This design comes from an exercise in tuning for small area, a short achievable clock period and few clock cycles per item on the open sky130 flow, not from production work. Where RTL was checked, it was by simulation tests only, not by an equivalence proof against the original. Power is estimated from default activity; no workload was simulated.

==> flow/design.v <==
`timescale 1ns / 1ps
package lcas_pkg;
    localparam int unsigned CFG_W = 10;
    typedef enum logic [1:0] {
        CFG_COLS = 2'd0,
        CFG_ROWS = 2'd1
    } t_cfg_idx;
    localparam int unsigned QUEUE_DEPTH = 6;
    localparam int unsigned QPTR_W      = $clog2(QUEUE_DEPTH);
    localparam int unsigned QCNT_W      = $clog2(QUEUE_DEPTH + 1);
    localparam logic [3:0] BIRTH_COUNT   = 4'd3;
    localparam logic [3:0] SURVIVE_COUNT = 4'd2;
    localparam int unsigned SEGS = 9;
    function automatic int unsigned seg_len(input int unsigned k);
        seg_len = (k == SEGS - 1) ? 251 : (1 << k) + 1;
    endfunction
endpackage
`timescale 1ns / 1ps
module lcas_ram (
    input  logic                      i_clk,
    input  logic                      i_en,
    input  logic [lcas_pkg::SEGS-1:0] i_sel,
    input  logic                      i_short,
    input  logic                      i_data,
    output logic                      o_data
);
    logic [lcas_pkg::SEGS:0] seg_in;
    assign seg_in[0] = i_data;
    for (genvar k = 0; k < lcas_pkg::SEGS; k++) begin : g_seg
        localparam int unsigned LEN = lcas_pkg::seg_len(k);
        logic [LEN-1:0] r_sh;
        always_ff @(posedge i_clk) begin
            if (i_en) begin
                r_sh[0] <= seg_in[k];
                for (int i = 1; i < LEN - 1; i++) begin
                    r_sh[i] <= r_sh[i-1];
                end
                r_sh[LEN-1] <= i_sel[k] ? r_sh[LEN-2] : seg_in[k];
            end
        end
        assign seg_in[k+1] = r_sh[LEN-1];
    end
    assign o_data = i_short ? seg_in[3] : seg_in[lcas_pkg::SEGS];
endmodule
`timescale 1ns / 1ps
module lcas_front (
    input  logic                      i_clk,
    input  logic                      i_rst_n,
    input  logic                      i_restart,
    input  logic [lcas_pkg::SEGS-1:0] i_sel,
    input  logic                      i_short,
    input  logic [9:0]                i_cols,
    input  logic [9:0]                i_rows,
    input  logic [9:0]                i_restart_cols,
    input  logic [9:0]                i_restart_rows,
    input  logic                      i_valid,
    input  logic                      i_alive,
    output logic                      o_inflight,
    output logic                      o_push,
    output logic [1:0]                o_res
);
    logic [9:0] r_col_left;
    logic [9:0] r_row_left;
    logic       r_col_ge1;
    logic       r_col_ge2;
    logic       r_row_ge1;
    logic       r_row_ge2;
    logic       mid;
    logic       top;
    logic       col_end;
    logic       row_end;
    logic       push;
    logic [8:0] r_cells;
    logic       r_push;
    logic       r_last;
    logic [3:0] cnt_a;
    logic [3:0] cnt_b;
    logic       eq2;
    logic       eq3;
    lcas_ram u_lane_a (
        .i_clk  (i_clk),
        .i_en   (i_valid),
        .i_sel  (i_sel),
        .i_short(i_short),
        .i_data (i_alive),
        .o_data (mid)
    );
    lcas_ram u_lane_b (
        .i_clk  (i_clk),
        .i_en   (i_valid),
        .i_sel  (i_sel),
        .i_short(i_short),
        .i_data (mid),
        .o_data (top)
    );
    assign col_end = &r_col_left;
    assign row_end = &r_row_left;
    always_ff @(posedge i_clk) begin
        if (!i_rst_n) begin
            r_col_left <= 10'd320;
            r_row_left <= 10'd320;
            r_col_ge1  <= 1'b0;
            r_col_ge2  <= 1'b0;
            r_row_ge1  <= 1'b0;
            r_row_ge2  <= 1'b0;
        end else if (i_restart) begin
            r_col_left <= i_restart_cols;
            r_row_left <= i_restart_rows;
            r_col_ge1  <= 1'b0;
            r_col_ge2  <= 1'b0;
            r_row_ge1  <= 1'b0;
            r_row_ge2  <= 1'b0;
        end else if (i_valid) begin
            if (col_end) begin
                r_col_left <= i_cols;
                r_col_ge1  <= 1'b0;
                r_col_ge2  <= 1'b0;
                if (row_end) begin
                    r_row_left <= i_rows;
                    r_row_ge1  <= 1'b0;
                    r_row_ge2  <= 1'b0;
                end else begin
                    r_row_left <= r_row_left - 10'd1;
                    r_row_ge1  <= 1'b1;
                    r_row_ge2  <= r_row_ge1;
                end
            end else begin
                r_col_left <= r_col_left - 10'd1;
                r_col_ge1  <= 1'b1;
                r_col_ge2  <= r_col_ge1;
            end
        end
    end
    assign push       = i_valid && r_row_ge2 && r_col_ge2;
    assign o_inflight = push;
    always_ff @(posedge i_clk) begin
        if (!i_rst_n) begin
            r_push <= 1'b0;
        end else begin
            r_push <= push;
        end
        if (i_valid) begin
            r_cells <= {i_alive, mid, top, r_cells[8:3]};
            r_last  <= row_end && col_end;
        end
    end
    function automatic logic [3:0] count4(input logic [3:0] x);
        logic [2:0] p;
        logic [2:0] q;
        p = {x[0] & x[1], x[0] ^ x[1], ~(x[0] | x[1])};
        q = {x[2] & x[3], x[2] ^ x[3], ~(x[2] | x[3])};
        count4[0] = p[0] & q[0];
        count4[1] = (p[0] & q[1]) | (p[1] & q[0]);
        count4[2] = (p[0] & q[2]) | (p[1] & q[1]) | (p[2] & q[0]);
        count4[3] = (p[1] & q[2]) | (p[2] & q[1]);
    endfunction
    assign cnt_a = count4(r_cells[3:0]);
    assign cnt_b = count4(r_cells[8:5]);
    assign eq3   = (cnt_a[0] & cnt_b[3]) | (cnt_a[1] & cnt_b[2]) |
                   (cnt_a[2] & cnt_b[1]) | (cnt_a[3] & cnt_b[0]);
    assign eq2   = (cnt_a[0] & cnt_b[2]) | (cnt_a[1] & cnt_b[1]) | (cnt_a[2] & cnt_b[0]);
    assign o_push = r_push;
    assign o_res  = {eq3 | (r_cells[4] & eq2), r_last};
endmodule
`timescale 1ns / 1ps
module lcas_queue (
    input  logic                          i_clk,
    input  logic                          i_rst_n,
    input  logic                          i_push,
    input  logic [1:0]                    i_data,
    input  logic                          i_pop,
    output logic [1:0]                    o_data,
    output logic                          o_empty,
    output logic [lcas_pkg::QCNT_W-1:0]   o_count
);
    logic [1:0]                  r_slot [lcas_pkg::QUEUE_DEPTH];
    logic [lcas_pkg::QPTR_W-1:0] r_wr_ptr;
    logic [lcas_pkg::QPTR_W-1:0] r_rd_ptr;
    logic [lcas_pkg::QCNT_W-1:0] r_count;
    logic [lcas_pkg::QCNT_W-1:0] n_count;
    always_ff @(posedge i_clk) begin
        if (i_push) begin
            r_slot[r_wr_ptr] <= i_data;
        end
    end
    always_comb begin
        n_count = r_count;
        if (i_push && !i_pop) begin
            n_count = r_count + lcas_pkg::QCNT_W'(1);
        end else if (!i_push && i_pop) begin
            n_count = r_count - lcas_pkg::QCNT_W'(1);
        end
    end
    always_ff @(posedge i_clk) begin
        if (!i_rst_n) begin
            r_wr_ptr <= '0;
            r_rd_ptr <= '0;
            r_count  <= '0;
        end else begin
            if (i_push) begin
                r_wr_ptr <= (r_wr_ptr == lcas_pkg::QPTR_W'(lcas_pkg::QUEUE_DEPTH - 1)) ?
                            '0 : r_wr_ptr + lcas_pkg::QPTR_W'(1);
            end
            if (i_pop) begin
                r_rd_ptr <= (r_rd_ptr == lcas_pkg::QPTR_W'(lcas_pkg::QUEUE_DEPTH - 1)) ?
                            '0 : r_rd_ptr + lcas_pkg::QPTR_W'(1);
            end
            r_count <= n_count;
        end
    end
    assign o_data       = r_slot[r_rd_ptr];
    assign o_empty      = (r_count == '0);
    assign o_count      = r_count;
endmodule
`timescale 1ns / 1ps
module lcas_back (
    input  logic       i_clk,
    input  logic       i_rst_n,
    input  logic       i_empty,
    input  logic [1:0] i_res,
    output logic       o_pop,
    output logic       o_res_valid,
    input  logic       i_res_stall,
    output logic       o_next_alive,
    output logic       o_tile_last
);
    logic r_valid;
    logic r_next_alive;
    logic r_tile_last;
    logic load;
    assign load  = !r_valid || !i_res_stall;
    assign o_pop = load && !i_empty;
    always_ff @(posedge i_clk) begin
        if (!i_rst_n) begin
            r_valid <= 1'b0;
        end else if (load) begin
            r_valid <= !i_empty;
        end
    end
    always_ff @(posedge i_clk) begin
        if (o_pop) begin
            r_next_alive <= i_res[1];
            r_tile_last  <= i_res[0];
        end
    end
    assign o_res_valid  = r_valid;
    assign o_next_alive = r_next_alive;
    assign o_tile_last  = r_tile_last;
endmodule
`timescale 1ns / 1ps
module life_cell_automaton_stencil #(
    parameter int unsigned COLS_LIMIT = 512,
    parameter int unsigned MAX_ROWS   = 512
) (
    input  logic                       i_clk,
    input  logic                       i_rst_n,
    input  logic                       i_cfg_we,
    input  logic [1:0]                 i_cfg_index,
    input  logic [lcas_pkg::CFG_W-1:0] i_cfg_data,
    input  logic                       i_cell_valid,
    output logic                       o_cell_stall,
    input  logic                       i_cell_alive,
    output logic                       o_res_valid,
    input  logic                       i_res_stall,
    output logic                       o_next_alive,
    output logic                       o_tile_last
);
    logic [9:0]                  cfg_eff;
    logic                        wr_cols;
    logic                        wr_rows;
    logic [9:0]                  new_cols;
    logic [9:0]                  new_rows;
    logic [9:0]                  r_cols;
    logic [9:0]                  r_rows;
    logic                        short_len;
    logic                        long_len;
    logic [7:0]                  cols_m1;
    logic [7:0]                  cols_m7;
    logic [lcas_pkg::SEGS-1:0]   r_sel;
    logic                        r_short;
    logic                        restart;
    logic                        accept;
    logic                        r_valid;
    logic                        r_alive;
    logic                        r_stall;
    logic                        inflight;
    logic                        push;
    logic                        pop;
    logic [1:0]                  push_res;
    logic [1:0]                  head_res;
    logic                        q_empty;
    logic [lcas_pkg::QCNT_W-1:0] q_count;
    logic [31:0]                 q_base;
    logic                        stall_eq;
    logic                        stall_up;
    logic                        stall_dn;
    assign cfg_eff = (i_cfg_data == '0) ? 10'd1 :
                     (i_cfg_data > 10'(COLS_LIMIT)) ? 10'(COLS_LIMIT) : i_cfg_data;
    assign wr_cols = i_cfg_we && (i_cfg_index == lcas_pkg::CFG_COLS);
    assign wr_rows = i_cfg_we && (i_cfg_index == lcas_pkg::CFG_ROWS);
    assign restart = wr_cols || wr_rows;
    assign new_cols = wr_cols ? cfg_eff : r_cols;
    assign new_rows = wr_rows ? cfg_eff : r_rows;
    always_ff @(posedge i_clk) begin
        if (!i_rst_n) begin
            r_cols <= 10'd320;
            r_rows <= 10'd320;
        end else begin
            r_cols <= new_cols;
            r_rows <= new_rows;
        end
    end
    assign short_len = (r_cols <= 10'd8);
    assign long_len  = (r_cols >= 10'd263);
    assign cols_m1   = r_cols[7:0] - 8'd1;
    assign cols_m7   = r_cols[7:0] - 8'd7;
    always_ff @(posedge i_clk) begin
        r_short <= short_len;
        r_sel   <= {long_len, (short_len || long_len) ? cols_m1 : cols_m7};
    end
    assign accept       = i_cell_valid && !r_stall;
    assign o_cell_stall = r_stall;
    assign q_base   = 32'(q_count) + 32'(push) + 32'(inflight);
    assign stall_eq = q_base >= 32'(lcas_pkg::QUEUE_DEPTH);
    assign stall_up = q_base >= 32'(lcas_pkg::QUEUE_DEPTH - 1);
    assign stall_dn = q_base >= 32'(lcas_pkg::QUEUE_DEPTH + 1);
    always_ff @(posedge i_clk) begin
        if (!i_rst_n) begin
            r_valid <= 1'b0;
            r_stall <= 1'b0;
        end else begin
            r_valid <= accept;
            if (pop) begin
                r_stall <= accept ? stall_eq : stall_dn;
            end else begin
                r_stall <= accept ? stall_up : stall_eq;
            end
        end
        r_alive <= i_cell_alive;
    end
    lcas_front u_front (
        .i_clk     (i_clk),
        .i_rst_n   (i_rst_n),
        .i_restart (restart),
        .i_sel     (r_sel),
        .i_short   (r_short),
        .i_cols    (r_cols),
        .i_rows    (r_rows),
        .i_restart_cols(new_cols),
        .i_restart_rows(new_rows),
        .i_valid   (r_valid),
        .i_alive   (r_alive),
        .o_inflight(inflight),
        .o_push    (push),
        .o_res     (push_res)
    );
    lcas_queue u_queue (
        .i_clk       (i_clk),
        .i_rst_n     (i_rst_n),
        .i_push      (push),
        .i_data      (push_res),
        .i_pop       (pop),
        .o_data      (head_res),
        .o_empty     (q_empty),
        .o_count     (q_count)
    );
    lcas_back u_back (
        .i_clk       (i_clk),
        .i_rst_n     (i_rst_n),
        .i_empty     (q_empty),
        .i_res       (head_res),
        .o_pop       (pop),
        .o_res_valid (o_res_valid),
        .i_res_stall (i_res_stall),
        .o_next_alive(o_next_alive),
        .o_tile_last (o_tile_last)
    );
endmodule
clock: 6.5 ns
lec_check: 0
abc_clock_period_in_ps: 2400
cap_margin: 20
core_margin: 2
core_utilization: 60
cts_cluster_diameter: 70
cts_cluster_size: 30
setup_slack_margin: 4.1
slew_margin: 20
run.sh (not shown) runs the stock make flow with config.mk's settings and CLKGATE_MAP_FILE= SYNTH_SCRIPT=/design/flow/synth_recipe.tcl, a recipe that flattens the netlist after the stock synthesis.
The starting point produced a clean layout.
Next try:
--- a/flow/design.v
+++ b/flow/design.v
@@ -54,9 +54,8 @@
     input  logic [9:0]                i_restart_cols,
     input  logic [9:0]                i_restart_rows,
     input  logic                      i_valid,
     input  logic                      i_alive,
-    output logic                      o_inflight,
     output logic                      o_push,
     output logic [1:0]                o_res
 );
     logic [9:0] r_col_left;
@@ -69,11 +68,10 @@
     logic       top;
     logic       col_end;
     logic       row_end;
     logic       push;
-    logic [8:0] r_cells;
-    logic       r_push;
-    logic       r_last;
+    logic [5:0] r_win;
+    logic [8:0] cells;
     logic [3:0] cnt_a;
     logic [3:0] cnt_b;
     logic       eq2;
     logic       eq3;
@@ -130,21 +128,15 @@
                 r_col_ge2  <= r_col_ge1;
             end
         end
     end
-    assign push       = i_valid && r_row_ge2 && r_col_ge2;
-    assign o_inflight = push;
+    assign push = i_valid && r_row_ge2 && r_col_ge2;
     always_ff @(posedge i_clk) begin
-        if (!i_rst_n) begin
-            r_push <= 1'b0;
-        end else begin
-            r_push <= push;
-        end
         if (i_valid) begin
-            r_cells <= {i_alive, mid, top, r_cells[8:3]};
-            r_last  <= row_end && col_end;
+            r_win <= {i_alive, mid, top, r_win[5:3]};
         end
     end
+    assign cells = {i_alive, mid, top, r_win};
     function automatic logic [3:0] count4(input logic [3:0] x);
         logic [2:0] p;
         logic [2:0] q;
         p = {x[0] & x[1], x[0] ^ x[1], ~(x[0] | x[1])};
@@ -153,15 +145,15 @@
         count4[1] = (p[0] & q[1]) | (p[1] & q[0]);
         count4[2] = (p[0] & q[2]) | (p[1] & q[1]) | (p[2] & q[0]);
         count4[3] = (p[1] & q[2]) | (p[2] & q[1]);
     endfunction
-    assign cnt_a = count4(r_cells[3:0]);
-    assign cnt_b = count4(r_cells[8:5]);
+    assign cnt_a = count4(cells[3:0]);
+    assign cnt_b = count4(cells[8:5]);
     assign eq3   = (cnt_a[0] & cnt_b[3]) | (cnt_a[1] & cnt_b[2]) |
                    (cnt_a[2] & cnt_b[1]) | (cnt_a[3] & cnt_b[0]);
     assign eq2   = (cnt_a[0] & cnt_b[2]) | (cnt_a[1] & cnt_b[1]) | (cnt_a[2] & cnt_b[0]);
-    assign o_push = r_push;
-    assign o_res  = {eq3 | (r_cells[4] & eq2), r_last};
+    assign o_push = push;
+    assign o_res  = {eq3 | (cells[4] & eq2), row_end && col_end};
 endmodule
 `timescale 1ns / 1ps
 module lcas_queue (
     input  logic                          i_clk,
@@ -237,9 +229,12 @@
             r_valid <= !i_empty;
         end
     end
     always_ff @(posedge i_clk) begin
-        if (o_pop) begin
+        if (!i_rst_n) begin
+            r_next_alive <= 1'b0;
+            r_tile_last  <= 1'b0;
+        end else if (o_pop) begin
             r_next_alive <= i_res[1];
             r_tile_last  <= i_res[0];
         end
     end
@@ -282,9 +277,8 @@
     logic                        accept;
     logic                        r_valid;
     logic                        r_alive;
     logic                        r_stall;
-    logic                        inflight;
     logic                        push;
     logic                        pop;
     logic [1:0]                  push_res;
     logic [1:0]                  head_res;
@@ -319,9 +313,9 @@
         r_sel   <= {long_len, (short_len || long_len) ? cols_m1 : cols_m7};
     end
     assign accept       = i_cell_valid && !r_stall;
     assign o_cell_stall = r_stall;
-    assign q_base   = 32'(q_count) + 32'(push) + 32'(inflight);
+    assign q_base   = 32'(q_count) + 32'(push);
     assign stall_eq = q_base >= 32'(lcas_pkg::QUEUE_DEPTH);
     assign stall_up = q_base >= 32'(lcas_pkg::QUEUE_DEPTH - 1);
     assign stall_dn = q_base >= 32'(lcas_pkg::QUEUE_DEPTH + 1);
     always_ff @(posedge i_clk) begin
@@ -349,9 +343,8 @@
         .i_restart_cols(new_cols),
         .i_restart_rows(new_rows),
         .i_valid   (r_valid),
         .i_alive   (r_alive),
-        .o_inflight(inflight),
         .o_push    (push),
         .o_res     (push_res)
     );
     lcas_queue u_queue (
=> Wire length grows by 3.1%; core utilization goes up by 0.60 points; critical path depth stays the same; final cell count climbs by 0.87%; area after synthesis falls by 0.57%; power goes up by 3.0%.
Testbench counts after the change, summed over its fixed seeds: cycles 105,305, items 93,099.
For the first run of this note, only the layout was checked, not whether the RTL still works.

## what the ideal ports hide
The results above use ideal ports. As a check the final layouts listed here were re-extracted and re-timed, cells and wires unchanged.
Step 1: set_driving_cell puts a clkbuf_16 on i_clk and a buf_2 on each other input, an assumption about the parent block.
Step 2 times the ports against the registers' clock, not the clock port: input delays grow and output delays shrink by t, the midpoint of the rising clock arrivals with the driver on.
a / b / c = ideal ports / drivers / drivers and shift; a / b = the first two.
run	t, ns	setup WS [ns]	worst register clock-pin slew, ns	worst data-port slew with drivers (ns)
the first run	0.663	3.964 / 3.904 / 3.548	0.11 / 0.11	0.04
the second run	0.669	4.119 / 4.060 / 3.532	0.11 / 0.11	0.05
After both steps every run listed still meets setup and hold. For the second run, which loses most, drivers alone change the setup slack by -0.059 ns; drivers and shift together by -0.587 ns.
